Background: an optimization exercise with open tools, aiming at a short achievable clock period and few clock cycles. Do not read the settings as production practice.
Only simulation tests tie the RTL to the original design; equivalence was not proved.
Power and IR drop assume default switching activity.

`flow/design.v`:
```
`default_nettype none
package cache_pkg;
	localparam int BYTE_OFF_W = $clog2(32 / 8);
	localparam int WORD_OFF_W = $clog2(4);
	localparam int BANK_W = $clog2(2);
	localparam int INDEX_W = $clog2(8);
	localparam int TAG_W = 32 - INDEX_W - BANK_W - WORD_OFF_W - BYTE_OFF_W;
	typedef logic [32-1:0] word_t;
	typedef logic [4*32-1:0] line_t;
	typedef struct packed {
		logic [TAG_W-1:0] tag;
		logic [INDEX_W-1:0] index;
		logic [BANK_W-1:0] bank;
		logic [WORD_OFF_W-1:0] word;
		logic [BYTE_OFF_W-1:0] byte_off;
	} addr_fields_t;
	typedef union packed {
		logic [32-1:0] flat;
		addr_fields_t f;
	} addr_u;
	typedef enum logic [1:0] {
		ROUTE_DIRECT = 2'd0,
		ROUTE_CTRL = 2'd1,
		ROUTE_EMPTY = 2'd2,
		ROUTE_CACHED = 2'd3
	} route_e;
endpackage
`default_nettype wire
`default_nettype none
`timescale 1ns/10ps
module cache_controller (
	input logic clk,
	input logic reset,
	input logic procreq_val,
	input logic procreq_we,
	input logic procreq_domain,
	input cache_pkg::addr_u procreq_addr,
	input cache_pkg::word_t procreq_wdata,
	output logic procreq_rdy,
	output logic procresp_val,
	output cache_pkg::word_t procresp_data,
	input logic procresp_rdy,
	output logic memreq_val,
	output logic memreq_we,
	output cache_pkg::addr_u memreq_addr,
	output cache_pkg::word_t memreq_wdata,
	input logic memreq_rdy,
	input logic memresp_val,
	input cache_pkg::line_t memresp_line
);
	localparam int NL = 2 * 8;   
	localparam int DQ = 8;    
	localparam int DM = 8;    
	localparam int DR = 4;    
	localparam int QW = $clog2(DQ);
	localparam int MW = $clog2(DM);
	logic rdy_q;
	logic s2_v, s2_mpush;
	logic s2_uselb, s2_fill, s2_rdhit, s2_wupd, s2_we;
	logic [31:0] s2_addr, s2_wdata;
	logic s0_v, s0_we, s0_dom;
	logic [31:0] s0_addr, s0_wdata;
	logic s0_is0, s0_is4, s0_lt_b, s0_lt_w;
	logic s0_same_y, s0_heq_y, s0_same_z, s0_heq_z;
	logic [NL-1:0] s0_dec, s0_match;
	logic [31:0] boundary;
	logic [NL-1:0] vld;
	logic [NL-1:0][23:0] tags;
	assign procreq_rdy = rdy_q;
	logic [NL-1:0] in_dec, in_match;
	always_comb begin
		for (int l = 0; l < NL; l++) begin
			in_dec[l] = (procreq_addr[7:4] == l);
			in_match[l] = vld[l] && (tags[l] == procreq_addr[31:8]);
		end
	end
	always_ff @(posedge clk) begin
		s0_we <= procreq_we;
		s0_dom <= procreq_domain;
		s0_addr <= procreq_addr;
		s0_wdata <= procreq_wdata;
		s0_is0 <= (procreq_addr == 32'h0);
		s0_is4 <= (procreq_addr == 32'h4);
		s0_lt_b <= (procreq_addr < boundary);
		s0_lt_w <= (procreq_addr < s0_wdata);
		s0_dec <= in_dec;
		s0_match <= in_match;
		s0_same_y <= (procreq_addr[7:4] == s0_addr[7:4]);
		s0_heq_y <= (procreq_addr[31:8] == s0_addr[31:8]);
		s0_same_z <= (procreq_addr[7:4] == s2_addr[7:4]);
		s0_heq_z <= (procreq_addr[31:8] == s2_addr[31:8]);
	end
	logic s1_setb, s1_fill, s3_fill;
	logic [NL-1:0] s2_tw;
	logic lt, cached, tag_hit, hit;
	logic [3:0] s_idx;
	assign s_idx = s0_addr[7:4];
	assign lt = s1_setb ? s0_lt_w : s0_lt_b;
	assign cached = !s0_is0 && !s0_is4 && lt;
	assign tag_hit = (s1_fill && s0_same_y) ? s0_heq_y
		: (s3_fill && s0_same_z) ? s0_heq_z : |(s0_match & s0_dec);
	assign hit = cached && tag_hit;
	logic op_uselb, op_fill, op_rdhit, op_wupd, op_mem;
	assign op_uselb = !s0_is4 && !s0_we && !hit;
	assign op_fill = !s0_is4 && !s0_we && cached && !tag_hit;
	assign op_rdhit = !s0_is4 && !s0_we && hit;
	assign op_wupd = !s0_is4 && s0_we && hit;
	assign op_mem = !s0_is4 && !(!s0_we && hit);
	always_ff @(posedge clk) begin
		if (reset) begin
			boundary <= 32'h0000_c000;
			vld <= '0;
			s1_setb <= 1'b0;
			s1_fill <= 1'b0;
			s3_fill <= 1'b0;
			s2_tw <= '0;
		end else begin
			if (s0_v && s0_is4 && s0_dom) boundary <= s0_wdata;
			for (int l = 0; l < NL; l++) begin
				if (s2_tw[l]) vld[l] <= 1'b1;
			end
			s1_setb <= s0_v && s0_is4 && s0_dom;
			s1_fill <= s0_v && op_fill;
			s3_fill <= s1_fill;
			s2_tw <= s0_dec & {NL{s0_v && op_fill}};
		end
	end
	always_ff @(posedge clk) begin
		for (int l = 0; l < NL; l++) begin
			if (s2_tw[l]) tags[l] <= s2_addr[31:8];
		end
	end
	always_ff @(posedge clk) begin
		s2_uselb <= op_uselb;
		s2_fill <= op_fill;
		s2_rdhit <= op_rdhit;
		s2_wupd <= op_wupd;
		s2_we <= s0_we;
		s2_addr <= s0_addr;
		s2_wdata <= s0_wdata;
	end
	localparam int OW = 4 + 4 + 2 + 32;
	logic [DQ-1:0][OW-1:0] oq;
	logic [DQ-1:0] oq_wp, oq_rp;    
	logic [QW:0] oq_cnt;
	logic oq_pop;
	always_ff @(posedge clk) begin
		for (int i = 0; i < DQ; i++) begin
			if (s2_v && oq_wp[i]) oq[i] <= {s2_uselb, s2_fill, s2_rdhit, s2_wupd, s2_addr[7:2], s2_wdata};
		end
	end
	localparam int MQW = 1 + 32 + 32;
	logic [DM-1:0][MQW-1:0] mq;
	logic [DM-1:0] mq_wp, mq_rp;    
	logic [MW:0] mq_cnt;
	logic mq_pop;
	always_ff @(posedge clk) begin
		for (int i = 0; i < DM; i++) begin
			if (s2_mpush && mq_wp[i]) mq[i] <= {s2_we, s2_we ? s2_addr : {s2_addr[31:4], 4'h0}, s2_wdata};
		end
	end
	logic mr_v, mr_we;
	logic [31:0] mr_addr, mr_wdata;
	logic rd_pend;            
	logic [1:0] lb_cnt;
	logic take;
	logic mo_we;
	logic [31:0] mo_addr, mo_wdata;
	assign memreq_val = mr_v;
	assign memreq_we = mo_we;
	assign memreq_addr = mo_addr;
	assign memreq_wdata = mo_wdata;
	assign take = mr_v && memreq_rdy;
	logic [MQW-1:0] mq_head;
	always_comb begin
		mq_head = '0;
		for (int i = 0; i < DM; i++) begin
			mq_head = mq_head | (mq[i] & {MQW{mq_rp[i]}});
		end
	end
	logic rd_ok, mq_ne, rd_pend_nx;
	logic [MW:0] mq_cnt_nx;
	assign mq_pop = !mr_v && mq_ne && (mq_head[MQW-1] || rd_ok);
	assign mq_cnt_nx = mq_cnt + s2_mpush - mq_pop;
	assign rd_pend_nx = take ? !mr_we : (memresp_val ? 1'b0 : rd_pend);
	always_ff @(posedge clk) begin
		if (reset) begin
			mr_v <= 1'b0;
			rd_pend <= 1'b0;
		end else begin
			if (take) begin
				mr_v <= 1'b0;
			end else if (mq_pop) begin
				mr_v <= 1'b1;
			end
			rd_pend <= rd_pend_nx;
		end
	end
	always_ff @(posedge clk) begin
		if (mq_pop) {mr_we, mr_addr, mr_wdata} <= mq_head;
		{mo_we, mo_addr, mo_wdata} <= mq_pop ? mq_head : {mr_we, mr_addr, mr_wdata};
	end
	logic [1:0][127:0] lb;
	logic lb_wp, lb_rp;
	logic lb_push, lb_pop;
	logic [127:0] lb_head;
	assign lb_push = memresp_val && rd_pend;
	assign lb_head = lb_rp ? lb[1] : lb[0];
	always_ff @(posedge clk) begin
		if (lb_push && !lb_wp) lb[0] <= memresp_line;
		if (lb_push && lb_wp) lb[1] <= memresp_line;
	end
	logic b0_v, b0_uselb, b0_fill, b0_rdhit;
	logic [1:0] b0_word;
	logic [31:0] b0_wdata;
	logic [NL-1:0] b0_rsel;          
	logic [NL-1:0][3:0] b0_wmask;    
	logic b2_v, b2_rd;
	logic [1:0] b2_word;
	logic [127:0] b2_line;
	logic [2:0] rq_cnt;
	logic exec;
	logic lb_ne, oq_ne, rq_room;
	logic [1:0] lb_cnt_nx;
	logic [QW:0] oq_cnt_nx;
	assign exec = b0_v && (!b0_uselb || lb_ne) && rq_room;
	assign lb_pop = exec && b0_uselb;
	assign oq_pop = oq_ne && (!b0_v || exec);
	assign lb_cnt_nx = lb_cnt + lb_push - lb_pop;
	assign oq_cnt_nx = oq_cnt + s2_v - oq_pop;
	logic oh_uselb, oh_fill, oh_rdhit, oh_wupd;
	logic [3:0] oh_idx;
	logic [1:0] oh_word;
	logic [31:0] oh_wdata;
	logic [OW-1:0] oq_head;
	always_comb begin
		oq_head = '0;
		for (int i = 0; i < DQ; i++) begin
			oq_head = oq_head | (oq[i] & {OW{oq_rp[i]}});
		end
	end
	assign {oh_uselb, oh_fill, oh_rdhit, oh_wupd, oh_idx, oh_word, oh_wdata} = oq_head;
	always_ff @(posedge clk) begin
		if (reset) begin
			b0_v <= 1'b0;
		end else if (oq_pop) begin
			b0_v <= 1'b1;
		end else if (exec) begin
			b0_v <= 1'b0;
		end
	end
	always_ff @(posedge clk) begin
		if (oq_pop) begin
			b0_uselb <= oh_uselb;
			b0_fill <= oh_fill;
			b0_rdhit <= oh_rdhit;
			b0_word <= oh_word;
			b0_wdata <= oh_wdata;
			for (int l = 0; l < NL; l++) begin
				b0_rsel[l] <= (oh_idx == l);
				for (int w = 0; w < 4; w++) begin
					b0_wmask[l][w] <= (oh_idx == l) && (oh_fill || (oh_wupd && oh_word == w));
				end
			end
		end
	end
	logic [NL-1:0][127:0] data;
	for (genvar l = 0; l < NL; l++) begin : g_line
		for (genvar w = 0; w < 4; w++) begin : g_word
			always_ff @(posedge clk) begin
				if (exec && b0_wmask[l][w]) begin
					data[l][32*w +: 32] <= b0_fill ? lb_head[32*w +: 32] : b0_wdata;
				end
			end
		end
	end
	logic [127:0] rd_line;
	always_comb begin
		rd_line = '0;
		for (int l = 0; l < NL; l++) begin
			rd_line = rd_line | (data[l] & {128{b0_rsel[l]}});
		end
	end
	always_ff @(posedge clk) begin
		if (reset) begin
			b2_v <= 1'b0;
		end else begin
			b2_v <= exec;
		end
		b2_rd <= b0_uselb || b0_rdhit;
		b2_word <= b0_word;
		b2_line <= b0_uselb ? lb_head : rd_line;
	end
	logic [DR-1:0][31:0] rq;
	logic [31:0] b2_data;
	logic rv, rq_pop;
	logic [2:0] rq_cnt_nx;
	always_comb begin
		case (b2_word)
			2'd0: b2_data = b2_line[31:0];
			2'd1: b2_data = b2_line[63:32];
			2'd2: b2_data = b2_line[95:64];
			default: b2_data = b2_line[127:96];
		endcase
		if (!b2_rd) b2_data = 32'h0;
	end
	assign procresp_val = rv;
	logic [31:0] po_data;    
	assign procresp_data = po_data;
	assign rq_pop = rv && procresp_rdy;
	assign rq_cnt_nx = rq_cnt + b2_v - rq_pop;
	always_ff @(posedge clk) begin
		if (rq_cnt == 0 || (rq_pop && rq_cnt == 1)) begin
			po_data <= b2_data;
		end else begin
			po_data <= rq_pop ? rq[1] : rq[0];
		end
		for (int i = 0; i < DR; i++) begin
			if (b2_v && (rq_pop ? (rq_cnt == i + 1) : (rq_cnt == i))) begin
				rq[i] <= b2_data;
			end else if (rq_pop && i < DR - 1) begin
				rq[i] <= rq[i + 1];
			end
		end
	end
	always_ff @(posedge clk) begin
		if (reset) begin
			rdy_q <= 1'b1;
			s0_v <= 1'b0;
			s2_v <= 1'b0;
			s2_mpush <= 1'b0;
			oq_wp <= DQ'(1); oq_rp <= DQ'(1); oq_cnt <= '0;
			mq_wp <= DM'(1); mq_rp <= DM'(1); mq_cnt <= '0;
			lb_wp <= 1'b0; lb_rp <= 1'b0; lb_cnt <= '0;
			rq_cnt <= '0;
			rv <= 1'b0;
			lb_ne <= 1'b0; rd_ok <= 1'b1; oq_ne <= 1'b0; mq_ne <= 1'b0; rq_room <= 1'b1;
		end else begin
			s0_v <= procreq_val && rdy_q;
			s2_v <= s0_v;
			s2_mpush <= s0_v && op_mem;
			rdy_q <= ({1'b0, oq_cnt} + s0_v + s2_v + rdy_q + 1 <= DQ)
				&& ({1'b0, mq_cnt} + s0_v + s2_v + rdy_q + 1 <= DM);
			if (s2_v) oq_wp <= {oq_wp[DQ-2:0], oq_wp[DQ-1]};
			if (oq_pop) oq_rp <= {oq_rp[DQ-2:0], oq_rp[DQ-1]};
			oq_cnt <= oq_cnt_nx;
			if (s2_mpush) mq_wp <= {mq_wp[DM-2:0], mq_wp[DM-1]};
			if (mq_pop) mq_rp <= {mq_rp[DM-2:0], mq_rp[DM-1]};
			mq_cnt <= mq_cnt_nx;
			if (lb_push) lb_wp <= !lb_wp;
			if (lb_pop) lb_rp <= !lb_rp;
			lb_cnt <= lb_cnt_nx;
			lb_ne <= lb_push || (lb_cnt == 2'd2) || (lb_cnt == 2'd1 && !lb_pop);
			rd_ok <= ({1'b0, rd_pend_nx} + lb_cnt_nx <= 2'd1);
			oq_ne <= s2_v || (oq_cnt > 1) || (oq_cnt == 1 && !oq_pop);
			mq_ne <= s2_mpush || (mq_cnt > 1) || (mq_cnt == 1 && !mq_pop);
			rq_room <= ({1'b0, rq_cnt_nx} + {3'b0, exec} < DR);
			rq_cnt <= rq_cnt_nx;
			rv <= (rq_cnt_nx != 0);
		end
	end
endmodule
`default_nettype wire
```
`flow/run.sh`:
```
#!/bin/bash
# synth_recipe.tcl (not shown) runs the flow's synth.tcl, then flattens the netlist and writes it again
# the make line also repeats each setting of config.mk as NAME=value (left out here)
make -C /OpenROAD-flow-scripts/flow DESIGN_CONFIG=/design/flow/config.mk WORK_HOME=/design/flow/orfs CLKGATE_MAP_FILE= SYNTH_SCRIPT=/design/flow/synth_recipe.tcl finish
```
`flow/config.mk`:
```
export PLATFORM = sky130hd
export DESIGN_NAME = cache_controller
export DESIGN_NICKNAME = cache_controller
export VERILOG_FILES = /design/flow/design.v
export SDC_FILE = /design/flow/constraint.sdc
export NUM_CORES = 4
export LEC_CHECK = 0
export ABC_CLOCK_PERIOD_IN_PS = 2500
export CAP_MARGIN = 20
export CORE_MARGIN = 2
export CORE_UTILIZATION = 40
export SETUP_SLACK_MARGIN = 2.8
export SLEW_MARGIN = 20
```
`flow/constraint.sdc`:
```
create_clock -name core_clock -period 5.5 [get_ports {clk}]
set_input_delay 1.1000 -clock core_clock [delete_from_list [all_inputs] [get_ports {clk}]]
set_output_delay 1.1000 -clock core_clock [all_outputs]
set_load 0.01 [all_outputs]
```
==> notes.md, run 1 <==
P&R area growth vs syn=16.3%; io pins=300; # placed instances=14,500; I/O Buffers=about 300; Root Driver=clkbuf_16; post-synth top area share=72.7%; initial antenna violation count=74; filler cell count=33,000; Max Slew Vio Count=0; final hold slack=326 ps; Worst Skew=133 ps; setup TNS=0 ps; WL per Instance=around 32 um; Final min period=~2800 ps; crit end category=flip-flop; Initial DRT Pass Iterations=6; Worst EP arrival=3320 ps; global-route wire length before repair=683 mm; DRC Markers=0; leakage=59.0 nW; Detail Route Antenna Nets=0; required time worst endpoint=approximately 6000 ps; slew margin rel.=a little over an eighth; maxcap violations=0; syn avg cell area=17.1 um^2; Core Box Area=0.393 mm^2; fmax=around 360 MHz; Max clock buf depth=4; clock sink count=4,385; Async SR Flop Fraction=0%; YS warnings=2; final design utilization=46.7%; placed wire-length estimate=279 mm; clock latency (worst-skew pair)=1030 ps; Num CTS Buffers=433; Reg clk slew, reported paths=roughly 60 ps; die area=0.400 mm^2; CP Class=reg -> reg; status=timing/DRC/antenna clean; Starting Density=40.2%; CTS tree=yes; Die Wd=632 um; vias in the first global route=87,800; RSZ-0062 raised after global routing=yes; Seq cells post-synth=4,385; peak supply drop=0.450 mV; leading area contributor after synthesis=edfxtp_1; Synth area leaders=edfxtp_1, dfxtp_1, a22oi_1; min-delay worst type=reg -> reg; register area share after synthesis=79.8%; gr ovfl total=0; P per Cell Area=490 mW/mm^2; DR vias/cell=5.88; Primary FF master, synth=edfxtp_1; Synth cell types=55; crit-path max FO=98; initial drt markers=11,800; Syn Inst Count=9,206; final hold vios=0; Hold Path Depth=0; Tightest Pin Transition=1300 ps; share of cells above drive strength 1=13.7%; Mapped Nets=9,496; Mapped Area=between 0.15 and 0.2 mm^2; startpoint type of the worst setup path=flip-flop; length in cells of the worst reg-to-reg path=3; Placer Congestion=0.844; DR vias=about 90,000; H-tree depth=5; Overall Global Routing Usage=24.1%; Die Y=632 um; routed wire length=roughly 500 mm; setup violators final=0; Post-synth EDFFs=3,822; largest net degree at the start of global routing=a little under 100; FP Rows=between 200 and 250; fin cells=about 15,000; Final nets=10,000; final worst path period share=approximately 51%
[cells in the final DEF, fill, tap and decap left out, types with 20 or more instances in the layout]
cell type	instances
mux2_2	65
diode_2	56
nand2_1	137
nor2_1	420
edfxtp_1	3822
a221oi_1	193
nor2_2	22
clkdlybuf4s15_2	40
clkinv_2	75
nand3_1	227
ha_1	81
xor2_1	286
dfxtp_2	64
a21oi_1	383
xnor2_1	165
nor4_1	82
a21oi_2	29
nor3_1	160
clkinv_1	71
and2_1	53
clkbuf_1	92
nand4_1	219
dfxtp_4	20
buf_2	35
mux2i_1	160
and2_4	23
inv_1	114
a22o_1	191
clkdlybuf4s15_1	20
clkbuf_16	438
bufinv_16	46
buf_12	38
mux4_2	32
buf_4	241
dfxtp_1	479
and2_2	57
clkdlybuf4s50_1	187
a22oi_1	1075
clkbuf_8	45
[layer usage]
| metal | vias to the layer above | GRT usage [%] | part of all wire (%) |
|---|---|---|---|
| li1 | 37600 | - | - |
| met1 | 46500 | 31.5 | 38 |
| met2 | 5314 | 38.8 | 47 |
| met3 | 916 | 4.59 | 9.9 |
| met4 | 16 | 11.2 | 5.0 |
| met5 | - | 0 | 0.023 |
[Yosys cell counts (2+ instances only)]
library cell,n
o21ai_0,18
nand3_1,227
or3_1,2
nor2b_1,11
xnor2_1,166
and3_1,5
xor2_1,286
inv_1,116
nand2b_1,9
a22o_1,191
and2_1,133
nand2_1,142
fa_1,7
inv_2,4
a21oi_2,4
mux4_2,32
buf_4,3
a211o_1,5
nand4_1,219
a31oi_1,2
nand3b_1,3
and4_1,8
nor3_1,161
edfxtp_1,3822
dfxtp_1,563
mux2i_1,161
o22ai_1,2
a21o_1,15
a221o_1,2
buf_2,75
a22oi_1,1077
nor4_1,82
a221oi_1,193
nor3b_1,2
a2111oi_0,2
clkbuf_1,355
a21oi_1,413
buf_1,78
nor2_1,446
mux2_2,65
a211oi_1,3
ha_1,83
[critical path, stage by stage (launching register included)]
cell      delay [ps]
edfxtp_1         390
buf_12           590
buf_4            750
a21oi_1          510
[timing repair]
action / in CTS / in global routing
gates resized for setup: 403 / 39
buffers inserted: 11 / 18
endpoints found under the setup margin: 2742 / 708
hold endpoints to repair: 0 / 0
pin swaps: 4 / 6
cloned: 3 / 4
hold buffers: 0 / 0
[flip-flops by register name, indices dropped and copies added (netlist names), 64 cells and up]
name,flops
mq,520
lb,256
data,2048
tags,384
oq,336
rq,128
b0_wmask,64
b2_line,128
[logic make-up after synthesis]
family                   synth area share (%)
AO/OA/AOI/OAI                            8.84
XOR/XNOR                                 2.51
adder cells (fa/ha/maj)                 0.747
buffers and inverters                    1.57
flip-flops                               79.8
multiplexers                             1.94
AND/OR/NAND/NOR                          4.54
[area by class of cell]
cell class	count	area [um^2]	area share (%)
clock buffer	573	11900	6.48
timing repair buffer	592	5620	3.06
clock inverter	241	2760	1.50
inverter	120	482	0.262
antenna	56	140	0.0763
sequential	4385	126000	68.7
tap	5220	6530	3.56
timing repair inverter	2	20.0	0.0109
multi-input combinational	4193	29900	16.3
[metrics by stage]
| stage | total power [W] | instance area [um^2] | worst slack (ps) |
|---|---|---|---|
| floorplan | 0.0512 | 158000 | 2020 |
| global placement | 0.0595 | 168000 | 1540 |
| detailed placement | 0.0599 | 168000 | 1500 |
| CTS | 0.0898 | 183000 | 2750 |
| global route | 0.0924 | 183000 | 2660 |
| finish | 0.0900 | 184000 | 2690 |
[power by group]
part,internal (W),switching (W),total [W]
Sequential,0.0415,0.00161,0.0431
Clock,0.0174,0.0128,0.0302
Combinational,0.00427,0.0123,0.0166
[final timing paths]
| kind | start | to | slack [ps] |
|---|---|---|---|
| min reg2reg | s0_addr[3] | s2_addr[3] | 330 |
| min | s0_addr[3] | s2_addr[3] | 330 |
| max | b0_fill | data[193] | 2690 |
| max reg2reg | b0_fill | data[193] | 2690 |
Testbench counts, summed over its fixed seeds: cycles 131,065.
==> run 2, diff against run 1 <==
--- a/flow/config.mk
+++ b/flow/config.mk
@@ -7,3 +7,3 @@
 export LEC_CHECK = 0
-export ABC_CLOCK_PERIOD_IN_PS = 2500
+export ABC_CLOCK_PERIOD_IN_PS = 2300
 export CAP_MARGIN = 20
@@ -11,3 +11,3 @@
 export CORE_UTILIZATION = 40
-export SETUP_SLACK_MARGIN = 2.8
+export SETUP_SLACK_MARGIN = 3.1
 export SLEW_MARGIN = 20
==> run 2 against run 1 <==
Clock-buffer cell count increased by 30. Combinational power increased by 5%. Register-to-register slack improved by 350 ps. Setup slack improved by 210 ps. Critical path depth decreased by 2. Die area unchanged. Global-route usage increased by 0.64 points. Power increased by 1.3%. Critical endpoint is now memreq_wdata[23]. Clock skew decreased by 27 ps. Maximum frequency increased by 8.1%. Largest cell class unchanged. Final cell count increased by 0.31%. Cell area increased by 1.1%.
==> notes.md, run 2 <==
final hold slack=326 ps (about the same); slew margin rel.=23.2% (was 13.6%); P_sw=0.0273 W (was 0.0267 W); register area share after synthesis=79.8% (unchanged); crit end category=primary output (was flip-flop); crit-path max FO=1 (was 98); RSZ-0062 raised after global routing=yes (unchanged); Buf/Inv on CP=1 (was 2); most instantiated cells after synthesis=edfxtp_1, a22oi_1, dfxtp_1, nor2_1, a21oi_1 (unchanged); Final Total Pwr=0.0912 W (was 0.0900 W); DR vias/cell=5.92 (was 5.88); share of cells above drive strength 1=16.4% (was 13.7%); Synth area leaders=edfxtp_1, dfxtp_1, a22oi_1 (unchanged); slowest CP cell=dfxtp_4 (was buf_4); Starting Density=40.2% (unchanged); Placer Congestion=0.862 (was 0.844); post-synth top area share=72.7% (unchanged); Worst EP arrival=1500 ps (was 3320 ps); Post-synth EDFFs=3,822 (unchanged); setup TNS=0 ps (unchanged); leakage=59.8 nW (was 59.0 nW); YS warnings=2 (unchanged); Die Y=632 um (unchanged); Synth cell types=55 (unchanged); Top Registers=data (2048), mq (520), tags (384) (unchanged); Sequential Power Share=47.6% (was 48.0%); peak supply drop=0.382 mV (was 0.450 mV); Final nets=10,100 (was 10,000); H-tree depth=5 (unchanged); Max clock buf depth=4 (unchanged); min-delay worst type=reg -> reg (unchanged); initial antenna violation count=71 (was 74); Syn Inst Count=9,206 (unchanged); required time worst endpoint=4400 ps (was 6000 ps); max reg flops=2,048 (unchanged); combinational group share of total power=19.2% (was 18.5%); Max Slew Vio Count=0 (unchanged); internal power=0.0639 W (was 0.0632 W); Reg with most FFs=data (unchanged); CP Cell Sequence=buf_6 (was buf_12, buf_4, a21oi_1); Worst Skew=106 ps (was 133 ps); gr ovfl total=0 (unchanged); final worst path period share=47.3% (was 51.1%); clock sink count=4,385 (unchanged); largest net degree at the start of global routing=101 (was 99); FP Rows=230 (unchanged); Top delay family on crit path=flip-flops (was buffers and inverters); routed wire length=508 mm (was 496 mm); filler cell count=32,900 (was 33,000); DRC Markers=0 (unchanged); commonest non-fill, non-tap cell in the layout=edfxtp_1 (unchanged); Tightest Pin Transition=1150 ps (was 1300 ps); Async SR Flop Fraction=0% (unchanged); Final min period=2600 ps (was 2810 ps); DR vias=91,300 (was 90,400); I/O Buffers=299 (unchanged); Die Wd=632 um (unchanged); Primary FF master, synth=edfxtp_1 (unchanged); Mapped Area=0.158 mm^2 (unchanged); Detail Route Antenna Nets=0 (unchanged); io pins=300 (unchanged); Root Driver=clkbuf_16 (unchanged); WL per Instance=32.9 um (was 32.3 um); startpoint type of the worst setup path=flip-flop (unchanged); status=timing/DRC/antenna clean (unchanged); P&R area growth vs syn=17.5% (was 16.3%); Critical Path Max Stage Delay=410 ps (was 750 ps); Seq cells post-synth=4,385 (unchanged); die area=0.400 mm^2 (unchanged); setup violators final=0 (unchanged); maxcap violations=0 (unchanged); syn avg cell area=17.1 um^2 (unchanged); Reg clk slew, reported paths=60 ps (about the same); final hold vios=0 (unchanged); Num CTS Buffers=434 (was 433); placed wire-length estimate=279 mm (about the same); P per Cell Area=491 mW/mm^2 (was 490 mW/mm^2); global-route wire length before repair=696 mm (was 683 mm); Initial DRT Pass Iterations=6 (unchanged); fmax=384 MHz (was 355 MHz); top-count cell post-synth=edfxtp_1 (unchanged); CP Class=reg -> out (was reg -> reg); switching share of total power=29.9% (was 29.7%); clock latency (worst-skew pair)=1040 ps (was 1030 ps); highest-count cells in the layout ignoring fill and taps=edfxtp_1, a22oi_1, clkbuf_16 (was edfxtp_1, a22oi_1, dfxtp_1); Core Box Area=0.393 mm^2 (unchanged); leading area contributor after synthesis=edfxtp_1 (unchanged); Clock power frac=33.2% (was 33.6%); CTS tree=yes (unchanged); Mapped Nets=9,496 (unchanged); initial drt markers=12,700 (was 11,800); vias in the first global route=88,900 (was 87,800); Overall Global Routing Usage=24.7% (was 24.1%)
-- run 2: cell counts after synthesis --
Identical to the previous run, type by type.
-- run 2: worst paths after layout --
path / to / cells after the start / slack [ps] / startpoint
max: memreq_wdata[23] / 1 / 2900 / mo_wdata[23]
max reg2reg: mq[393] / 2 / 3040 / s2_mpush
min: s2_addr[1] / 0 / 330 / s0_addr[1]
min reg2reg: s2_addr[1] / 0 / 330 / s0_addr[1]
-- run 2: cells by family after synthesis --
group                    Yosys count  synth area share, %
flip-flops                      4385                 79.8
AO/OA/AOI/OAI                   1936                 8.84
AND/OR/NAND/NOR                 1453                 4.54
buffers and inverters            632                 1.57
XOR/XNOR                         452                 2.51
multiplexers                     258                 1.94
adder cells (fa/ha/maj)           90                0.747
-- run 2: cell type report --
| class | count | area (um^2) | area share [%] |
|---|---|---|---|
| Clock inverter | 216 | 2380 | 1.28 |
| Antenna cell | 45 | 113 | 0.0607 |
| Tap cell | 5220 | 6530 | 3.52 |
| Sequential cell | 4385 | 126000 | 68.1 |
| Inverter | 120 | 510 | 0.275 |
| Multi-Input combinational cell | 4202 | 30800 | 16.6 |
| Clock buffer | 603 | 12300 | 6.63 |
| Timing Repair Buffer | 634 | 6540 | 3.53 |
| Timing Repair inverter | 5 | 46.3 | 0.0250 |
-- run 2: per-layer routing --
layer	share of wire [%]	vias up	GRT usage [%]
li1	-	37800	-
met1	38	47000	32.5
met2	47	5478	39.3
met3	10	1015	4.61
met4	5.2	18	12.4
met5	0.026	-	0
-- run 2: what timing repair did --
item | CTS | global route
resized for setup | 872 | 135
endpoints found under the setup margin | 4733 | 1771
hold buffers | 0 | 0
cloned | 17 | 5
pin swaps | 18 | 11
hold endpoints to repair | 0 | 0
setup buffers | 65 | 9
-- run 2: worst register-to-register path: cells and delay by family, from the launching register on --
family,cells,cell delay [ps]
buffers and inverters,1,570
DFF,1,730
and+or+nand+nor,1,730
-- run 2: power by group through the flow --
stage | clock network, W | registers, W | logic [W]
after floorplan | 0 | 0.0429 | 0.00834
after global placement | 0 | 0.0439 | 0.0156
after detailed placement | 0 | 0.0440 | 0.0159
after CTS | 0.0305 | 0.0434 | 0.0170
after global routing | 0.0318 | 0.0436 | 0.0182
final | 0.0303 | 0.0434 | 0.0175
-- run 2: per-stage QoR --
step / instance area [um^2] / utilization [%] / setup slack, ps / std cells
2_1_floorplan: 158000 / - / 2020 / 9206
3_3_place_gp: 168000 / 42.8 / 1610 / 14500
3_5_place_dp: 168000 / 42.8 / 1530 / 14500
4_1_cts: 185000 / 47.0 / 2790 / 15400
5_1_grt: 185000 / 47.2 / 2870 / 15400
6_report: 186000 / 47.2 / 2900 / 15400
==> run 3, diff against run 2 <==
--- a/flow/design.v
+++ b/flow/design.v
@@ -183,3 +183,3 @@
 	assign mq_pop = !mr_v && mq_ne && (mq_head[MQW-1] || rd_ok);
-	assign mq_cnt_nx = mq_cnt + s2_mpush - mq_pop;
+	assign mq_cnt_nx = mq_pop ? (s2_mpush ? mq_cnt : mq_cnt - 1'b1) : (s2_mpush ? mq_cnt + 1'b1 : mq_cnt);
 	assign rd_pend_nx = take ? !mr_we : (memresp_val ? 1'b0 : rd_pend);
@@ -228,4 +228,4 @@
 	assign oq_pop = oq_ne && (!b0_v || exec);
-	assign lb_cnt_nx = lb_cnt + lb_push - lb_pop;
-	assign oq_cnt_nx = oq_cnt + s2_v - oq_pop;
+	assign lb_cnt_nx = lb_pop ? (lb_push ? lb_cnt : lb_cnt - 1'b1) : (lb_push ? lb_cnt + 1'b1 : lb_cnt);
+	assign oq_cnt_nx = oq_pop ? (s2_v ? oq_cnt : oq_cnt - 1'b1) : (s2_v ? oq_cnt + 1'b1 : oq_cnt);
 	logic oh_uselb, oh_fill, oh_rdhit, oh_wupd;
@@ -308,17 +308,36 @@
 	logic [31:0] po_data;    
+	logic [DR-1:0] rq_wp, rq_rp, rq_rp1;    
+	logic [31:0] rq_h0, rq_h1;
 	assign procresp_data = po_data;
 	assign rq_pop = rv && procresp_rdy;
-	assign rq_cnt_nx = rq_cnt + b2_v - rq_pop;
-	always_ff @(posedge clk) begin
-		if (rq_cnt == 0 || (rq_pop && rq_cnt == 1)) begin
-			po_data <= b2_data;
-		end else begin
-			po_data <= rq_pop ? rq[1] : rq[0];
+	assign rq_cnt_nx = rq_pop ? (b2_v ? rq_cnt : rq_cnt - 1'b1) : (b2_v ? rq_cnt + 1'b1 : rq_cnt);
+	logic [2:0] rq_fill;
+	logic rq_room_nx;
+	assign rq_fill = rq_cnt + {2'b0, b2_v};
+	assign rq_room_nx = exec ? (rq_pop ? (rq_fill <= 3'(DR - 1)) : (rq_fill <= 3'(DR - 2)))
+		: (rq_pop ? (rq_fill <= 3'(DR)) : (rq_fill <= 3'(DR - 1)));
+	assign rq_rp1 = {rq_rp[DR-2:0], rq_rp[DR-1]};
+	always_comb begin
+		rq_h0 = '0;
+		rq_h1 = '0;
+		for (int i = 0; i < DR; i++) begin
+			rq_h0 = rq_h0 | (rq[i] & {32{rq_rp[i]}});
+			rq_h1 = rq_h1 | (rq[i] & {32{rq_rp1[i]}});
 		end
+		if (rq_cnt == 0) rq_h0 = b2_data;
+		if (rq_cnt <= 1) rq_h1 = b2_data;
+	end
+	always_ff @(posedge clk) begin
+		po_data <= rq_pop ? rq_h1 : rq_h0;
 		for (int i = 0; i < DR; i++) begin
-			if (b2_v && (rq_pop ? (rq_cnt == i + 1) : (rq_cnt == i))) begin
-				rq[i] <= b2_data;
-			end else if (rq_pop && i < DR - 1) begin
-				rq[i] <= rq[i + 1];
-			end
+			if (b2_v && rq_wp[i]) rq[i] <= b2_data;
+		end
+	end
+	always_ff @(posedge clk) begin
+		if (reset) begin
+			rq_wp <= DR'(1);
+			rq_rp <= DR'(1);
+		end else begin
+			if (b2_v) rq_wp <= {rq_wp[DR-2:0], rq_wp[DR-1]};
+			if (rq_pop) rq_rp <= rq_rp1;
 		end
@@ -356,3 +375,3 @@
 			mq_ne <= s2_mpush || (mq_cnt > 1) || (mq_cnt == 1 && !mq_pop);
-			rq_room <= ({1'b0, rq_cnt_nx} + {3'b0, exec} < DR);
+			rq_room <= rq_room_nx;
 			rq_cnt <= rq_cnt_nx;
==> run 3 against run 2 <==
Routed wire length up 1.7%. Core utilization down 0.28 points. Sequential power barely moved. Cell area about the same. Clock skew grew 4.2 ps. Maximum frequency shrank 1.9%. Synthesized cell count grew 0.55%. Via count increased by 1.9%. Worst hold slack improved by 12 ps. Clock-buffer cell count fell by 1. Power shrank 3.6%. Still clean on timing, DRC and antenna.
==> notes.md, run 3 <==
status=timing/DRC/antenna clean (unchanged); Detail Route Antenna Nets=0 (unchanged); post-synthesis adder-cell area fraction=0.674% (was 0.747%); final hold vios=0 (unchanged); Buf/Inv on CP=1 (unchanged); io pins=300 (unchanged); clock latency (worst-skew pair)=1010 ps (was 1040 ps); crit end category=primary output (unchanged); largest net degree at the start of global routing=129 (was 101); die area=0.402 mm^2 (was 0.400 mm^2); DR vias/cell=6.00 (was 5.92); slew margin rel.=23.9% (was 23.2%); max reg flops=2,048 (unchanged); Synth area leaders=edfxtp_1, dfxtp_1, a22oi_1 (unchanged); Tightest Pin Transition=1140 ps (was 1150 ps); gr ovfl total=0 (unchanged); Overall Global Routing Usage=24.9% (was 24.7%); initial drt markers=12,200 (was 12,700); Max clock buf depth=4 (unchanged); Mapped Nets=9,540 (was 9,496); WL per Instance=33.3 um (was 32.9 um); YS warnings=1 (was 2); CP Cell Sequence=buf_6 (unchanged); Num CTS Buffers=428 (was 434); share of cells above drive strength 1=15.5% (was 16.4%); leakage=59.7 nW (was 59.8 nW); length in cells of the worst reg-to-reg path=4 (was 2); Hold Startpoint=s0_addr[18] (was s0_addr[1]); Core Box Area=0.395 mm^2 (was 0.393 mm^2); Async SR Flop Fraction=0% (unchanged); Hold Crit Endpoint=s2_addr[18] (was s2_addr[1]); register area share after synthesis=79.8% (about the same); Placer Congestion=0.848 (was 0.862); Die Wd=634 um (was 632 um); Die Y=634 um (was 632 um); Root Driver=clkbuf_16 (unchanged); Mapped Area=0.159 mm^2 (was 0.158 mm^2); most instantiated cells after synthesis=edfxtp_1, a22oi_1, dfxtp_1, nor2_1, clkbuf_1 (was edfxtp_1, a22oi_1, dfxtp_1, nor2_1, a21oi_1); xor/xnor share of the synthesized area=2.51% (about the same); Reg clk slew, reported paths=70 ps (was 60 ps); setup violators final=0 (unchanged); highest-count cells in the layout ignoring fill and taps=edfxtp_1, a22oi_1, clkbuf_16 (unchanged); I/O Buffers=299 (unchanged); end of the worst register-to-register path=data[1658] (was mq[393]); H-tree depth=5 (unchanged); final design utilization=47.0% (was 47.2%); commonest non-fill, non-tap cell in the layout=edfxtp_1 (unchanged); placed wire-length estimate=282 mm (was 279 mm); CTS tree=yes (unchanged); crit-path max FO=1 (unchanged); Hold Buf Count CTS=0 (unchanged); Top Registers=data (2048), mq (520), tags (384) (unchanged); Primary FF master, synth=edfxtp_1 (unchanged); Hold Path Depth=0 (unchanged); post-synth top area share=72.9% (was 72.7%); Synth cell types=59 (was 55); Post-Synth Simple-Gate Area=4.59% (was 4.54%); maxcap violations=0 (unchanged); Final min period=2650 ps (was 2600 ps); Post-synth EDFFs=3,854 (was 3,822); Worst Skew=111 ps (was 106 ps); peak supply drop=0.503 mV (was 0.382 mV); P per Cell Area=473 mW/mm^2 (was 491 mW/mm^2); Worst Setup Slack post-DPL=1770 ps (was 1530 ps); clock sink count=4,393 (was 4,385); initial antenna violation count=62 (was 71); syn avg cell area=17.1 um^2 (about the same); filler cell count=33,200 (was 32,900); fmax=377 MHz (was 384 MHz); routed wire length=517 mm (was 508 mm); Final Total Pwr=0.0879 W (was 0.0912 W); Reg with most FFs=data (unchanged); Compound-Gate Fraction of Synth Area=9.55% (was 8.84%); Seq cells post-synth=4,393 (was 4,385); Syn Inst Count=9,257 (was 9,206); setup TNS=0 ps (unchanged); RSZ-0062 raised after global routing=yes (unchanged); setup ws final=2850 ps (was 2900 ps); FP Rows=231 (was 230); vias in the first global route=89,500 (was 88,900); final worst path period share=48.3% (was 47.3%); P&R area growth vs syn=17.0% (was 17.5%); Top delay family on crit path=flip-flops (unchanged); Starting Density=40.1% (was 40.2%); post-synthesis mux area share=1.33% (was 1.94%); Max Slew Vio Count=0 (unchanged); required time worst endpoint=4400 ps (about the same); slowest CP cell=dfxtp_4 (unchanged); RR Startpoint=b0_fill (was s2_mpush); fin cells=15,500 (was 15,400); Final nets=10,100 (about the same); Worst EP arrival=1550 ps (was 1500 ps); Initial DRT Pass Iterations=8 (was 6); Critical Path Max Stage Delay=420 ps (was 410 ps); # placed instances=14,500 (about the same); largest family of logic cells by synthesized area=compound AO/OA/AOI/OAI gates (unchanged); DR vias=93,100 (was 91,300); global-route wire length before repair=705 mm (was 696 mm); flop2flop setup slack=2930 ps (was 3040 ps); leading area contributor after synthesis=edfxtp_1 (unchanged); min-delay worst type=reg -> reg (unchanged); CP Class=reg -> out (unchanged); top-count cell post-synth=edfxtp_1 (unchanged); DRC Markers=0 (unchanged); startpoint type of the worst setup path=flip-flop (unchanged)
-- run 3: changes by cell type after synthesis, moves of 25 or more --
cell / before / now
a22o_1: 191 / 258
nor2_1: 446 / 392
a221oi_1: 193 / 262
mux2_2: 65 / 2
a21oi_1: 413 / 353
mux2i_1: 161 / 136
nand2_1: 142 / 183
edfxtp_1: 3822 / 3854
o221ai_1: 0 / 31
-- run 3: repair_timing --
action / CTS / global route
gates resized for setup: 897 / 116
setup endpoints to repair: 4649 / 2329
cloned: 13 / 5
pin swaps: 46 / 15
setup buffers: 90 / 42
-- run 3: layer usage --
metal	share of wire, %	vias to the layer above	track usage (%)
li1	-	38300	-
met1	38	48100	32.8
met2	46	5655	39.4
met3	10	1024	5.03
met4	5.6	22	12.6
met5	0.035	-	0
-- run 3: power by group --
part	switching [W]	leakage, nW	internal, W
combinational	0.0111	13.4	0.00438
sequential	0.00192	39.3	0.0413
clock	0.0127	6.89	0.0166
-- run 3: worst max-delay path by stage --
| stage | start | cells past startpoint | slack [ps] | to |
|---|---|---|---|---|
| floorplan | memresp_val | 2 | 2020 | lb[0] |
| global placement | procreq_addr[23] | 8 | 1690 | s0_lt_w |
| detailed placement | procreq_addr[23] | 8 | 1770 | s0_lt_w |
| CTS | b0_fill | 3 | 2780 | data[1498] |
| global route | mo_we | 1 | 2820 | memreq_we |
| finish | mo_we | 1 | 2850 | memreq_we |
-- run 3: metrics by stage --
stage	area [um^2]	hold slack (ps)
floorplan	159000	310
global placement	168000	325
detailed placement	169000	334
CTS	185000	343
global route	186000	344
finish	186000	338
-- run 3: kinds of logic after synthesis --
family	count (synthesis)
fa+ha+maj	83
xor+xnor	454
buf+inv	646
compound gates	2045
mux	170
flops	4393
simple gates	1466
-- run 3: area by class of cell --
| cell class | count | area [um^2] | share of cell area, % |
|---|---|---|---|
| flip-flops and latches | 4393 | 127000 | 68.3 |
| diodes | 49 | 123 | 0.0660 |
| inverters | 106 | 417 | 0.224 |
| clock inverters | 202 | 2080 | 1.12 |
| well taps | 5242 | 6560 | 3.53 |
| repair buffers | 677 | 7000 | 3.77 |
| multi-input cells | 4231 | 30600 | 16.5 |
| clock buffers | 602 | 12000 | 6.45 |
Testbench counts of run 3, summed over its fixed seeds: cycles 131,065.
==> run 4, diff against run 3 <==
--- a/flow/config.mk
+++ b/flow/config.mk
@@ -7,7 +7,7 @@
 export LEC_CHECK = 0
-export ABC_CLOCK_PERIOD_IN_PS = 2300
+export ABC_CLOCK_PERIOD_IN_PS = 2000
 export CAP_MARGIN = 20
 export CORE_MARGIN = 2
-export CORE_UTILIZATION = 40
-export SETUP_SLACK_MARGIN = 3.1
+export CORE_UTILIZATION = 45
+export SETUP_SLACK_MARGIN = 3.4
 export SLEW_MARGIN = 20
==> run 4 against run 3 <==
Clock power increased by 1%. Maximum frequency increased by 0.93%. Non-clock buffer count increased by 92. Final cell count decreased by 3.1%. Power increased by 3.3%. Die area decreased by 11%. First-iteration DRC count increased by 23%. Synthesized cell count unchanged. Setup slack improved by 25 ps. Sequential power about the same. Routed wire length increased by 5.7%. Combinational power increased by 17%. Critical path type unchanged.
==> notes.md, run 4 <==
Top Registers=data (2048), mq (520), tags (384) (unchanged); H-tree depth=5 (unchanged); DP Area=0.168 mm^2 (was 0.169 mm^2); final hold vios=0 (unchanged); leading area contributor after synthesis=edfxtp_1 (unchanged); vias in the first global route=90,300 (was 89,500); Buf/Inv on CP=1 (unchanged); register area share after synthesis=79.8% (unchanged); CTS tree=yes (unchanged); required time worst endpoint=4400 ps (about the same); Primary FF master, synth=edfxtp_1 (unchanged); syn avg cell area=17.1 um^2 (unchanged); I/O Buffers=299 (unchanged); Num CTS Buffers=432 (was 428); fmax=380 MHz (was 377 MHz); Seq cells post-synth=4,393 (unchanged); RSZ-0062 raised after global routing=yes (unchanged); CP Class=reg -> out (unchanged); Mapped Area=0.159 mm^2 (unchanged); die area=0.357 mm^2 (was 0.402 mm^2); Die Y=598 um (was 634 um); setup TNS=0 ps (unchanged); fin cells=15,000 (was 15,500); Worst Skew=91.9 ps (was 111 ps); peak supply drop=0.400 mV (was 0.503 mV); P&R area growth vs syn=19.4% (was 17.0%); Detail Route Antenna Nets=0 (unchanged); most instantiated cells after synthesis=edfxtp_1, a22oi_1, dfxtp_1, nor2_1, clkbuf_1 (unchanged); Placer Congestion=0.847 (was 0.848); DR vias/cell=6.37 (was 6.00); initial drt markers=15,000 (was 12,200); routed wl met3=67.0 mm (was 53.5 mm); setup violators final=0 (unchanged); final design utilization=53.8% (was 47.0%); Metal-1 WL=200 mm (was 195 mm); crit-path max FO=1 (unchanged); Reg with most FFs=data (unchanged); Max clock buf depth=4 (unchanged); DRC Markers=0 (unchanged); filler cell count=27,300 (was 33,200); min-delay worst type=reg -> reg (unchanged); max reg flops=2,048 (unchanged); initial antenna violation count=63 (was 62); Synth cell types=59 (unchanged); Max Slew Vio Count=0 (unchanged); Worst EP arrival=1530 ps (was 1550 ps); Critical Path Max Stage Delay=420 ps (about the same); Root Driver=clkbuf_16 (unchanged); routed wire length=546 mm (was 517 mm); global-route wire length before repair=730 mm (was 705 mm); Tightest Pin Transition=1070 ps (was 1140 ps); io pins=300 (unchanged); Starting Density=45.1% (was 40.1%); maxcap violations=0 (unchanged); Final min period=2630 ps (was 2650 ps); share of cells above drive strength 1=18.2% (was 15.5%); Initial DRT Pass Iterations=6 (was 8); slew margin rel.=28.8% (was 23.9%); post-route cell area=0.189 mm^2 (was 0.186 mm^2); P per Cell Area=480 mW/mm^2 (was 473 mW/mm^2); Overall Global Routing Usage=29.3% (was 24.9%); status=timing/DRC/antenna clean (unchanged); Synth area leaders=edfxtp_1, dfxtp_1, a22oi_1 (unchanged); Hold Buf Count CTS=0 (unchanged); crit end category=primary output (unchanged); Mapped Nets=9,540 (unchanged); Die Wd=598 um (was 634 um); gr ovfl total=0 (unchanged); clock sink count=4,393 (unchanged); Final nets=10,200 (was 10,100); leakage=61.3 nW (was 59.7 nW); slowest CP cell=dfxtp_4 (unchanged); # placed instances=13,900 (was 14,500); YS warnings=1 (unchanged); Worst Setup Slack post-DPL=1900 ps (was 1770 ps); post-synth top area share=72.9% (unchanged); largest net degree at the start of global routing=90 (was 129); placed wire-length estimate=288 mm (was 282 mm); WL per Instance=36.4 um (was 33.3 um); commonest non-fill, non-tap cell in the layout=edfxtp_1 (unchanged); Syn Inst Count=9,257 (unchanged); FP Rows=218 (was 231); Reg clk slew, reported paths=60 ps (was 70 ps); highest routing layer actually used=met5 (unchanged); final worst path period share=47.8% (was 48.3%); highest-count cells in the layout ignoring fill and taps=edfxtp_1, a22oi_1, clkbuf_16 (unchanged); Top delay family on crit path=flip-flops (unchanged); Post-synth EDFFs=3,854 (unchanged); top-count cell post-synth=edfxtp_1 (unchanged); Core Box Area=0.352 mm^2 (was 0.395 mm^2); startpoint type of the worst setup path=flip-flop (unchanged); wire length on met2=246 mm (was 240 mm); Async SR Flop Fraction=0% (unchanged); clock latency (worst-skew pair)=990 ps (was 1010 ps); CP Cell Sequence=buf_6 (unchanged); DR vias=95,700 (was 93,100); setup ws final=2870 ps (was 2850 ps)
-- run 4: cell counts after synthesis --
Identical to the previous run, type by type.
-- run 4: stage by stage --
stage	power [W]	hold slack (ps)
3_3_place_gp	0.0576	311
2_1_floorplan	0.0499	310
5_1_grt	0.0927	330
3_5_place_dp	0.0579	313
6_report	0.0908	331
4_1_cts	0.0892	328
-- run 4: logic make-up (layout without fill, tap and decap cells) --
logic type / Yosys count / count (layout) / synth area share, %
DFF: 4393 / 4393 / 79.8
AOI/OAI and AO/OA: 2045 / 2046 / 9.55
xor gates and xnor gates: 454 / 454 / 2.51
adders and majority gates: 83 / 83 / 0.674
and+or+nand+nor: 1466 / 1495 / 4.59
muxes: 170 / 170 / 1.33
other: 0 / 66 / 0
buffers and inverters: 646 / 1688 / 1.61
-- run 4: repair_timing --
item / in CTS / in global routing
cloned: 48 / 20
endpoints found under the setup margin: 5298 / 2137
pin swaps: 62 / 33
buffers inserted: 98 / 80
gates resized for setup: 1266 / 279
-- run 4: final timing paths --
| kind | startpoint | to | slack, ps | depth (start not counted) |
|---|---|---|---|---|
| worst max-delay path | mo_wdata[27] | memreq_wdata[27] | 2870 | 1 |
| worst min-delay path | s0_addr[2] | s2_addr[2] | 330 | 0 |
| worst max register to register | rdy_q | rdy_q | 3140 | 12 |
| worst min register to register | s0_addr[2] | s2_addr[2] | 330 | 0 |
-- run 4: metal layers --
metal	GRT usage (%)	vias to the layer above
li1	-	38500
met1	39.3	49200
met2	44.9	6728
met3	6.52	1195
met4	15.2	26
met5	0	-
-- run 4: layout make-up --
class	count	area, um^2	share of cell area, %
inverters	106	444	0.235
multi-input cells	4248	32700	17.3
clock buffers	615	12200	6.43
repair inverters	1	8.76	0.00462
well taps	4620	5780	3.05
diodes	66	165	0.0872
flip-flops and latches	4393	127000	67.0
repair buffers	769	9240	4.88
clock inverters	197	2050	1.08
-- run 4: where the power goes --
part / switching (W) / total [W] / internal [W]
Combinational: 0.0126 / 0.0181 / 0.00555
Clock: 0.0126 / 0.0297 / 0.0171
Sequential: 0.00183 / 0.0430 / 0.0412
Total: 0.0270 / 0.0908 / 0.0638
==> run 5, diff against run 4 <==
--- a/flow/design.v
+++ b/flow/design.v
@@ -57,2 +57,4 @@
 	logic rdy_q;
+	logic [DQ-1:0] oq_wen;
+	logic [DM-1:0] mq_wen;    
 	logic s2_v, s2_mpush;
@@ -148,3 +150,3 @@
 		for (int i = 0; i < DQ; i++) begin
-			if (s2_v && oq_wp[i]) oq[i] <= {s2_uselb, s2_fill, s2_rdhit, s2_wupd, s2_addr[7:2], s2_wdata};
+			if (oq_wen[i]) oq[i] <= {s2_uselb, s2_fill, s2_rdhit, s2_wupd, s2_addr[7:2], s2_wdata};
 		end
@@ -158,3 +160,3 @@
 		for (int i = 0; i < DM; i++) begin
-			if (s2_mpush && mq_wp[i]) mq[i] <= {s2_we, s2_we ? s2_addr : {s2_addr[31:4], 4'h0}, s2_wdata};
+			if (mq_wen[i]) mq[i] <= {s2_we, s2_we ? s2_addr : {s2_addr[31:4], 4'h0}, s2_wdata};
 		end
@@ -207,3 +209,2 @@
 	assign lb_push = memresp_val && rd_pend;
-	assign lb_head = lb_rp ? lb[1] : lb[0];
 	always_ff @(posedge clk) begin
@@ -211,2 +212,7 @@
 		if (lb_push && lb_wp) lb[1] <= memresp_line;
+		if (lb_pop) begin
+			lb_head <= (lb_cnt == 2'd2) ? (lb_rp ? lb[0] : lb[1]) : memresp_line;
+		end else if (lb_cnt == 2'd0) begin
+			lb_head <= memresp_line;
+		end
 	end
@@ -350,2 +356,4 @@
 			s2_mpush <= 1'b0;
+			oq_wen <= '0;
+			mq_wen <= '0;
 			oq_wp <= DQ'(1); oq_rp <= DQ'(1); oq_cnt <= '0;
@@ -360,2 +368,4 @@
 			s2_mpush <= s0_v && op_mem;
+			oq_wen <= {DQ{s0_v}} & (s2_v ? {oq_wp[DQ-2:0], oq_wp[DQ-1]} : oq_wp);
+			mq_wen <= {DM{s0_v && op_mem}} & (s2_mpush ? {mq_wp[DM-2:0], mq_wp[DM-1]} : mq_wp);
 			rdy_q <= ({1'b0, oq_cnt} + s0_v + s2_v + rdy_q + 1 <= DQ)
--- a/flow/config.mk
+++ b/flow/config.mk
@@ -7,7 +7,7 @@
 export LEC_CHECK = 0
-export ABC_CLOCK_PERIOD_IN_PS = 2000
+export ABC_CLOCK_PERIOD_IN_PS = 2300
 export CAP_MARGIN = 20
 export CORE_MARGIN = 2
-export CORE_UTILIZATION = 45
-export SETUP_SLACK_MARGIN = 3.4
+export CORE_UTILIZATION = 40
+export SETUP_SLACK_MARGIN = 3.1
 export SLEW_MARGIN = 20
==> run 5 against run 4 <==
Largest cell class unchanged. Core utilization shrank 6.6 points. Setup slack lost 20 ps. Critical path depth is the same. Clock-buffer cell count shrank 52. Critical path type unchanged. Highest routed layer unchanged.
==> notes.md, run 5 <==
Hold Startpoint=s0_addr[12] (was s0_addr[2]); Final nets=10,800 (was 10,200); RSZ-0062 raised after global routing=yes (unchanged); # placed instances=15,300 (was 13,900); clock latency (worst-skew pair)=1020 ps (was 990 ps); P per Cell Area=504 mW/mm^2 (was 480 mW/mm^2); FP Rows=235 (was 218); final worst path period share=48.2% (was 47.8%); leakage=63.8 nW (was 61.3 nW); slew margin rel.=21.4% (was 28.8%); Top delay family on crit path=flip-flops (unchanged); Placer Congestion=0.878 (was 0.847); Max clock buf depth=4 (unchanged); syn avg cell area=16.8 um^2 (was 17.1 um^2); end of the worst register-to-register path=b2_line[39] (was rdy_q); post-route cell area=0.194 mm^2 (was 0.189 mm^2); share of cells above drive strength 1=15.8% (was 18.2%); clock sink count=4,537 (was 4,393); leading area contributor after synthesis=edfxtp_1 (unchanged); Hold Buf Count CTS=0 (unchanged); H-tree depth=5 (unchanged); Max Slew Vio Count=0 (unchanged); Seq cells post-synth=4,537 (was 4,393); wire length on met2=252 mm (was 246 mm); WL per Instance=33.7 um (was 36.4 um); fmax=377 MHz (was 380 MHz); Worst EP arrival=1550 ps (was 1530 ps); P&R area growth vs syn=17.4% (was 19.4%); status=timing/DRC/antenna clean (unchanged); most instantiated cells after synthesis=edfxtp_1, a22oi_1, dfxtp_1, nor2_1, nand2_1 (was edfxtp_1, a22oi_1, dfxtp_1, nor2_1, clkbuf_1); commonest non-fill, non-tap cell in the layout=edfxtp_1 (unchanged); Critical Path Max Stage Delay=410 ps (was 420 ps); fin cells=16,400 (was 15,000); DP Area=0.175 mm^2 (was 0.168 mm^2); io pins=300 (unchanged); final hold vios=0 (unchanged); Reg with most FFs=data (unchanged); Mapped Nets=10,100 (was 9,540); DRC Markers=0 (unchanged); placed wire-length estimate=302 mm (was 288 mm); length in cells of the worst reg-to-reg path=7 (was 12); Synth cell types=66 (was 59); highest-count cells in the layout ignoring fill and taps=edfxtp_1, a22oi_1, nor2_1 (was edfxtp_1, a22oi_1, clkbuf_16); Hold Path Depth=0 (unchanged); Worst Skew=93.1 ps (was 91.9 ps); maxcap violations=0 (unchanged); Die Wd=646 um (was 598 um); min-delay worst type=reg -> reg (unchanged); Overall Global Routing Usage=25.2% (was 29.3%); Tightest Pin Transition=1180 ps (was 1070 ps); peak supply drop=0.414 mV (was 0.400 mV); Starting Density=40.2% (was 45.1%); highest routing layer actually used=met5 (unchanged); Syn Inst Count=9,823 (was 9,257); DR vias/cell=6.04 (was 6.37); initial antenna violation count=60 (was 63); Async SR Flop Fraction=0% (unchanged); routed wl met3=62.0 mm (was 67.0 mm); Primary FF master, synth=edfxtp_1 (unchanged); gr ovfl total=0 (unchanged); Post-synth EDFFs=3,982 (was 3,854); Core Box Area=0.410 mm^2 (was 0.352 mm^2); max reg flops=2,048 (unchanged); Metal-1 WL=205 mm (was 200 mm); required time worst endpoint=4400 ps (about the same); CTS tree=yes (unchanged); register area share after synthesis=79.2% (was 79.8%); DR vias=99,000 (was 95,700); CP Cell Sequence=buf_6 (unchanged); flop2flop setup slack=2950 ps (was 3140 ps); routed wire length=552 mm (was 546 mm); vias in the first global route=93,200 (was 90,300); YS warnings=1 (unchanged); setup violators final=0 (unchanged); largest net degree at the start of global routing=98 (was 90); Buf/Inv on CP=1 (unchanged); startpoint type of the worst setup path=flip-flop (unchanged); Mapped Area=0.165 mm^2 (was 0.159 mm^2); global-route wire length before repair=742 mm (was 730 mm); Root Driver=clkbuf_16 (unchanged); crit end category=primary output (unchanged); Die Y=646 um (was 598 um); Top Registers=data (2048), mq (520), tags (384) (unchanged); slowest CP cell=dfxtp_4 (unchanged); Hold Crit Endpoint=s2_addr[12] (was s2_addr[2]); die area=0.418 mm^2 (was 0.357 mm^2); Final min period=2650 ps (was 2630 ps); Num CTS Buffers=427 (was 432); Synth area leaders=edfxtp_1, dfxtp_1, a22oi_1 (unchanged); initial drt markers=14,300 (was 15,000); CP Class=reg -> out (unchanged); post-synth top area share=72.5% (was 72.9%); top-count cell post-synth=edfxtp_1 (unchanged); Detail Route Antenna Nets=0 (unchanged); setup TNS=0 ps (unchanged); Reg clk slew, reported paths=70 ps (was 60 ps); crit-path max FO=1 (unchanged); I/O Buffers=299 (unchanged); Initial DRT Pass Iterations=8 (was 6); RR Startpoint=b0_rsel[14] (was rdy_q)
[run 5: metal layers]
metal  vias to the layer above  global-route usage (%)
met3                      1247                    5.37
li1                      40400                       -
met4                        18                    13.0
met5                         -                       0
met1                     50800                    33.3
met2                      6578                    39.2
[run 5: cells by family (layout without fill, tap and decap cells)]
family                     count (synthesis)  in the layout  synth area share, %
DFF                                     4537           4537                 79.2
buffers and inverters                    759           1781                 1.82
xor gates and xnor gates                 445            445                 2.36
other                                      0             54                    0
adders and majority gates                 84             84                0.655
and+or+nand+nor                         1767           1810                 5.13
AOI/OAI and AO/OA                       2001           2001                 9.16
muxes                                    230            230                 1.67
[run 5: how the worst max path moves through the flow]
stage	start	end	slack, ps	cells past startpoint
final	po_data[29]	procresp_data[29]	2850	1
after global routing	po_data[29]	procresp_data[29]	2820	1
after CTS	po_data[29]	procresp_data[29]	2790	1
after detailed placement	procreq_addr[7]	s0_lt_b	1880	6
after global placement	procreq_addr[9]	s0_lt_b	1860	8
after floorplan	memresp_val	lb[0]	2010	2
[run 5: layout make-up]
cell class | count | area (um^2)
Timing Repair inverter | 2 | 20.0
Tap cell | 5451 | 6820
Multi-Input combinational cell | 4570 | 32400
Timing Repair Buffer | 783 | 8090
Clock inverter | 242 | 2640
Sequential cell | 4537 | 131000
Inverter | 191 | 758
Antenna cell | 54 | 135
Fill cell | 34100 | 217000
Clock buffer | 563 | 11800
[run 5: repair_timing]
action                                 4_1_cts  5_1_grt
pin swaps                                   62       31
setup endpoints to repair                 4572     1178
cloned                                      50       20
setup buffers                              116       85
resized for setup                          865      114
endpoints found under the hold margin        0        0
[run 5: through the flow]
stage                     utilization (%)  worst slack (ps)  total power, W  hold WS [ps]
after floorplan                         -              2010          0.0547           310
after global placement               42.7              1860          0.0644           344
after global routing                 47.2              2820          0.0997           361
final                                47.2              2850          0.0976           353
after CTS                            46.8              2790          0.0964           356
after detailed placement             42.7              1880          0.0647           347
[run 5: power by group]
group / leakage (nW) / internal (W) / total, W / switching, W
sequential: 41.0 / 0.0443 / 0.0472 / 0.00296
clock: 7.02 / 0.0173 / 0.0304 / 0.0131
combinational: 15.8 / 0.00574 / 0.0200 / 0.0143
total: 63.8 / 0.0673 / 0.0976 / 0.0303
Testbench counts of run 5, summed over its fixed seeds: cycles 131,065.

## re-timing with driven ports
No port has a modelled driver above. Below, the same layouts with a new extraction and two added sets of constraints. Step 1 sets driving cells, clkbuf_16 on the clock port and buf_2 on the other inputs (assumed; they add their load-dependent delay and slew). Step 2 moves the port delays by t, midway between the first and last clock arrival at a register: inputs arrive t later, outputs are due t later. That takes back most of the time a late clock gives input paths. Slacks: ideal / step 1 / step 2; pairs: ideal / step 1.
run	t, ns	slack for setup (ns)	worst hold slack (ns)
run 1	1.071	2.687 / 2.687 / 1.830	0.326 / 0.326 / 0.326
run 2	1.102	2.897 / 2.776 / 2.107	0.326 / 0.326 / 0.326
run 3	1.068	2.846 / 2.732 / 2.124	0.338 / 0.309 / 0.338
run 4	1.051	2.871 / 2.762 / 2.395	0.331 / 0.331 / 0.331
run 5	1.093	2.851 / 2.736 / 2.155	0.353 / 0.353 / 0.353
After both steps setup and hold are still met in every run listed. The setup slack of run 1, which loses most, moves by 0.000 ns with the drivers and by -0.857 ns with both steps.
